What follows belongs to an exercise in optimizing a design on an open flow for small area, a short achievable clock period and few clock cycles per item; a production flow would make more cautious choices.
Function was checked by simulation only, so behaviour that the tests miss may differ from the original.
Power is estimated from default activity; no workload was simulated.

==> flow/design.v <==
module weight_stream_source #(
    parameter int DATA_WIDTH = 32,
    parameter int DEPTH      = 64,
    parameter int ADDR_WIDTH = $clog2(DEPTH),
    parameter int REP_WIDTH  = 16
) (
    input  logic                  ap_clk,
    input  logic                  ap_rst_n,
    input  logic                  wr_en,
    input  logic [ADDR_WIDTH-1:0] wr_addr,
    input  logic [DATA_WIDTH-1:0] wr_data,
    input  logic                  start,
    input  logic [REP_WIDTH-1:0]  num_reps,
    output logic                  busy,
    output logic                  done,
    output logic [DATA_WIDTH-1:0] weights_V_tdata,
    output logic                  weights_V_tvalid,
    input  logic                  weights_V_tready,
    output logic                  weights_V_tlast
);
    localparam int DW = DATA_WIDTH;
    localparam int AW = ADDR_WIDTH;
    localparam int LW = AW / 2;
    localparam int HW = AW - LW;
    localparam int NL = 1 << LW;
    localparam int NH = 1 << HW;
    localparam int TW = 2;
    localparam int TS = 1 << TW;
    localparam int NT = DEPTH / TS;
    logic                 busy_q, done_q, vld_q, last_q, fin_q, loading_q, lastpass_q;
    logic [AW-1:0]        n_q;       
    logic [REP_WIDTH-1:0] left_q;    
    logic [DEPTH-1:0][DW-1:0] ring;
    logic [AW-1:0]            ph_q;     
    logic [NL-1:0]            olo_q;    
    logic [NH-1:0]            ohi_q;    
    logic [AW-1:0]            rp_q;     
    logic [AW-1:0]            rpm_q;    
    logic [AW-1:0]            phm_q;    
    logic [NT-1:0]            tsel_q;   
    logic                     tap_q;    
    logic [TW-1:0]            pad_q;    
    logic                     tail_q;   
    logic [TW-1:0]            tcnt_q;
    logic [NL-1:0]            wlo_q;    
    logic [NH-1:0]            whi_q;
    logic [DW-1:0]            wdat_q;   
    logic [DW-1:0]            wdatn_q;
    logic [NL-1:0]            klo_q;    
    logic [NH-1:0]            khi_q;    
    logic                     fwd_q;    
    logic [DW-1:0]            dat_q;
    logic idle, accept, nz, ld, ld_any, pop, wrap, fwd_in, fwd_wq, wtake, cy;
    logic [AW-1:0]    ph_d, o_d, rp_d;
    logic [NL-1:0]    alo, slo;
    logic [NH-1:0]    ahi, shi0, shi1, shi;
    logic [DEPTH-1:0] wsel, keep;
    logic [DW-1:0]    rd_ring, rd;
    assign idle   = !busy_q && !done_q;
    assign accept = idle && start;
    assign nz     = (num_reps != '0);
    assign pop    = vld_q && weights_V_tready;
    assign ld_any = tap_q && (accept || (loading_q && (!vld_q || weights_V_tready)));
    assign ld     = ld_any && (nz || !accept);
    assign wrap   = (n_q == AW'(DEPTH - 1));
    assign ph_d = phm_q;
    assign o_d  = ph_d - AW'(2);
    always_ff @(posedge ap_clk) begin
        ph_q  <= ph_d;
        phm_q <= ph_d - AW'(1);
        for (int i = 0; i < NL; i++) olo_q[i] <= (o_d[LW-1:0] == LW'(i));
        for (int i = 0; i < NH; i++) ohi_q[i] <= (o_d[AW-1:LW] == HW'(i));
    end
    assign wtake = wr_en && idle;
    always_comb begin
        for (int i = 0; i < NL; i++) alo[i] = (wr_addr[LW-1:0] == LW'(i));
        for (int i = 0; i < NH; i++) ahi[i] = (wr_addr[AW-1:LW] == HW'(i));
        slo = '0;
        cy  = 1'b0;
        for (int i = 0; i < NL; i++)
            for (int j = 0; j < NL; j++) begin
                if (alo[i] && olo_q[j]) slo[(i + j) % NL] = 1'b1;
                if (alo[i] && olo_q[j] && (i + j >= NL)) cy = 1'b1;
            end
        shi0 = '0;
        shi1 = '0;
        for (int i = 0; i < NH; i++)
            for (int j = 0; j < NH; j++)
                if (ahi[i] && ohi_q[j]) begin
                    shi0[(i + j) % NH]     = 1'b1;
                    shi1[(i + j + 1) % NH] = 1'b1;
                end
        shi = cy ? shi1 : shi0;
    end
    always_ff @(posedge ap_clk) begin
        wlo_q   <= wtake ? slo : '0;
        whi_q   <= shi;
        wdat_q  <= wr_data;
        wdatn_q <= ~wr_data;
        fwd_q   <= wtake && (wr_addr == AW'(ld));
        klo_q   <= ~(wtake ? slo : '0);
        khi_q   <= ~shi;
    end
    always_comb begin
        for (int p = 0; p < DEPTH; p++) begin
            wsel[p] = wlo_q[p % NL] && whi_q[p / NL];
            keep[p] = klo_q[p % NL] || khi_q[p / NL];
        end
    end
    for (genvar p = 0; p < DEPTH; p++) begin : g_ring
        always_ff @(posedge ap_clk) begin
            ring[p] <= ~(((p[0] ? wdat_q : wdatn_q) | {DW{keep[p]}})
                       & (ring[(p + 1) % DEPTH] | {DW{wsel[p]}}));
        end
    end
    always_comb begin
        if (ld)        rp_d = rp_q;
        else if (idle) rp_d = phm_q;
        else           rp_d = rpm_q;
    end
    always_ff @(posedge ap_clk) begin
        rp_q  <= rp_d;
        rpm_q <= rp_d - AW'(1);
        tap_q <= (rp_d[TW-1:0] == '0);
        for (int j = 0; j < NT; j++) tsel_q[j] <= (rp_d == AW'(j * TS));
    end
    always_comb begin
        rd_ring = '0;
        for (int j = 0; j < NT; j++)
            rd_ring = rd_ring | ({DW{tsel_q[j]}} & ring[j * TS]);
    end
    assign fwd_in = accept && wr_en && (wr_addr == '0);
    assign fwd_wq = fwd_q;
    assign rd     = fwd_in ? wr_data : (fwd_wq ? wdat_q : rd_ring);
    always_ff @(posedge ap_clk or negedge ap_rst_n) begin
        if (!ap_rst_n) dat_q <= '0;
        else if (ld_any) dat_q <= rd;
    end
    always_ff @(posedge ap_clk or negedge ap_rst_n) begin
        if (!ap_rst_n) begin
            busy_q     <= 1'b0;
            done_q     <= 1'b0;
            vld_q      <= 1'b0;
            last_q     <= 1'b0;
            fin_q      <= 1'b0;
            loading_q  <= 1'b0;
            lastpass_q <= 1'b0;
            n_q        <= '0;
            left_q     <= '0;
            pad_q      <= '0;
            tail_q     <= 1'b0;
            tcnt_q     <= '0;
        end else begin
            if (accept) pad_q <= ~rp_q[TW-1:0];
            done_q <= (accept && !nz) || (pop && fin_q && (pad_q == '0))
                   || (tail_q && (tcnt_q == TW'(1)));
            if (pop && fin_q && (pad_q != '0)) begin
                tail_q <= 1'b1;
                tcnt_q <= pad_q;
            end else if (tail_q) begin
                tcnt_q <= tcnt_q - TW'(1);
                if (tcnt_q == TW'(1)) tail_q <= 1'b0;
            end
            if (accept && nz) busy_q <= 1'b1;
            else if (done_q)  busy_q <= 1'b0;
            vld_q <= ld || (vld_q && !weights_V_tready);
            if (ld) begin
                last_q <= wrap;
                fin_q  <= wrap && lastpass_q;
                n_q    <= n_q + AW'(1);
            end else if (pop) begin
                last_q <= 1'b0;
            end
            if (accept) begin
                loading_q  <= nz;
                left_q     <= num_reps;
                lastpass_q <= (num_reps == REP_WIDTH'(1));
            end else if (ld && wrap) begin
                if (lastpass_q) loading_q <= 1'b0;
                left_q     <= left_q - REP_WIDTH'(1);
                lastpass_q <= (left_q == REP_WIDTH'(2));
            end
        end
    end
    assign weights_V_tdata  = dat_q;
    assign weights_V_tvalid = vld_q;
    assign weights_V_tlast  = last_q;
    assign busy             = busy_q;
    assign done             = done_q;
endmodule
clock: 4.0 ns
lec_check: 0
cap_margin: 20
core_margin: 2
core_utilization: 45
cts_cluster_diameter: 80
cts_cluster_size: 24
setup_slack_margin: 2.0
slew_margin: 20
run.sh (not shown) runs the stock make flow with config.mk's settings and CLKGATE_MAP_FILE= SYNTH_SCRIPT=/design/flow/synth_recipe.tcl, a recipe that flattens the netlist after the stock synthesis.
The baseline ran to the end with no violations.
Testbench counts at the start, summed over its fixed seeds: cycles 15,864, items 15,296.
==> next run, changes <==
--- a/flow/design.v
+++ b/flow/design.v
@@ -28,6 +28,8 @@
     localparam int TS = 1 << TW;
     localparam int NT = DEPTH / TS;
     logic                 busy_q, done_q, vld_q, last_q, fin_q, loading_q, lastpass_q;
+    logic                 idle_q;    
+    logic                 busy_d, done_d;
     logic [AW-1:0]        n_q;       
     logic [REP_WIDTH-1:0] left_q;    
     logic [DEPTH-1:0][DW-1:0] ring;
@@ -38,6 +40,7 @@
     logic [AW-1:0]            rpm_q;    
     logic [AW-1:0]            phm_q;    
     logic [NT-1:0]            tsel_q;   
+    logic [NT-1:0]            tseln_q;  
     logic                     tap_q;    
     logic [TW-1:0]            pad_q;    
     logic                     tail_q;   
@@ -50,13 +53,13 @@
     logic [NH-1:0]            khi_q;    
     logic                     fwd_q;    
     logic [DW-1:0]            dat_q;
-    logic idle, accept, nz, ld, ld_any, pop, wrap, fwd_in, fwd_wq, wtake, cy;
+    logic idle, accept, nz, ld, ld_any, pop, wrap, fwd_in, fwd_d, wtake, cy;
     logic [AW-1:0]    ph_d, o_d, rp_d;
     logic [NL-1:0]    alo, slo;
     logic [NH-1:0]    ahi, shi0, shi1, shi;
     logic [DEPTH-1:0] wsel, keep;
     logic [DW-1:0]    rd_ring, rd;
-    assign idle   = !busy_q && !done_q;
+    assign idle   = idle_q;
     assign accept = idle && start;
     assign nz     = (num_reps != '0);
     assign pop    = vld_q && weights_V_tready;
@@ -72,6 +75,7 @@
         for (int i = 0; i < NH; i++) ohi_q[i] <= (o_d[AW-1:LW] == HW'(i));
     end
     assign wtake = wr_en && idle;
+    assign fwd_d = wtake && (wr_addr == AW'(ld));
     always_comb begin
         for (int i = 0; i < NL; i++) alo[i] = (wr_addr[LW-1:0] == LW'(i));
         for (int i = 0; i < NH; i++) ahi[i] = (wr_addr[AW-1:LW] == HW'(i));
@@ -97,7 +101,7 @@
         whi_q   <= shi;
         wdat_q  <= wr_data;
         wdatn_q <= ~wr_data;
-        fwd_q   <= wtake && (wr_addr == AW'(ld));
+        fwd_q   <= fwd_d;
         klo_q   <= ~(wtake ? slo : '0);
         khi_q   <= ~shi;
     end
@@ -122,24 +126,31 @@
         rp_q  <= rp_d;
         rpm_q <= rp_d - AW'(1);
         tap_q <= (rp_d[TW-1:0] == '0);
-        for (int j = 0; j < NT; j++) tsel_q[j] <= (rp_d == AW'(j * TS));
+        for (int j = 0; j < NT; j++) begin
+            tsel_q[j]  <= (rp_d == AW'(j * TS)) && !fwd_d;
+            tseln_q[j] <= (rp_d != AW'(j * TS)) || fwd_d;
+        end
     end
     always_comb begin
         rd_ring = '0;
         for (int j = 0; j < NT; j++)
-            rd_ring = rd_ring | ({DW{tsel_q[j]}} & ring[j * TS]);
+            rd_ring = rd_ring | ({{(DW - DW / 2){!tseln_q[j]}}, {(DW / 2){tsel_q[j]}}} & ring[j * TS]);
+        rd_ring = rd_ring | ({DW{fwd_q}} & wdat_q);
     end
     assign fwd_in = accept && wr_en && (wr_addr == '0);
-    assign fwd_wq = fwd_q;
-    assign rd     = fwd_in ? wr_data : (fwd_wq ? wdat_q : rd_ring);
+    assign rd     = fwd_in ? wr_data : rd_ring;
     always_ff @(posedge ap_clk or negedge ap_rst_n) begin
         if (!ap_rst_n) dat_q <= '0;
         else if (ld_any) dat_q <= rd;
     end
+    assign done_d = (accept && !nz) || (pop && fin_q && (pad_q == '0))
+                 || (tail_q && (tcnt_q == TW'(1)));
+    assign busy_d = (accept && nz) || (busy_q && !done_q);
     always_ff @(posedge ap_clk or negedge ap_rst_n) begin
         if (!ap_rst_n) begin
             busy_q     <= 1'b0;
             done_q     <= 1'b0;
+            idle_q     <= 1'b1;
             vld_q      <= 1'b0;
             last_q     <= 1'b0;
             fin_q      <= 1'b0;
@@ -152,8 +163,9 @@
             tcnt_q     <= '0;
         end else begin
             if (accept) pad_q <= ~rp_q[TW-1:0];
-            done_q <= (accept && !nz) || (pop && fin_q && (pad_q == '0))
-                   || (tail_q && (tcnt_q == TW'(1)));
+            done_q <= done_d;
+            busy_q <= busy_d;
+            idle_q <= !busy_d && !done_d;
             if (pop && fin_q && (pad_q != '0)) begin
                 tail_q <= 1'b1;
                 tcnt_q <= pad_q;
@@ -161,8 +173,6 @@
                 tcnt_q <= tcnt_q - TW'(1);
                 if (tcnt_q == TW'(1)) tail_q <= 1'b0;
             end
-            if (accept && nz) busy_q <= 1'b1;
-            else if (done_q)  busy_q <= 1'b0;
             vld_q <= ld || (vld_q && !weights_V_tready);
             if (ld) begin
                 last_q <= wrap;
After rerunning:
- final cell count decreases by 0.48%
- total power came out higher by 0.86%
- sequential power went up by about 5%
- combinational power drops by 11%
- via count came out lower by 0.69%
- core utilization came out lower by 1.3 points
- global-route usage came out lower by 0.49 points
Testbench counts after the change, summed over its fixed seeds: cycles 15,864, items 15,296.

## port drivers added, routing unchanged
In the flow no input, the clock included, has a driving cell. The finished layouts below were timed again as built, in two steps. Step 1: set_driving_cell puts a clkbuf_16 on ap_clk and a buf_2 on each other input, an assumption about the parent block. Step 2, shift: input delay + t, output delay - t, t = (earliest + latest rising clock arrival at the registers) / 2. This alone moves slack from input paths to output paths. Three values: ideal, step 1, step 2; two values: the first two.
run	shift t [ns]	slack for setup (ns)	hold WS [ns]	worst setup path after step 2	clock arrival spread, ns
the first run	0.889	1.652 / 1.652 / 0.994	0.089 / 0.024 / 0.402	input to register	0.045 / 0.044
the second run	0.860	1.743 / 1.659 / 1.067	0.135 / 0.075 / 0.401	input to register	0.054 / 0.054
After both steps setup and hold are still met in every run listed. For the second run, which loses most, drivers alone change the setup slack by -0.084 ns; drivers and shift together by -0.676 ns.
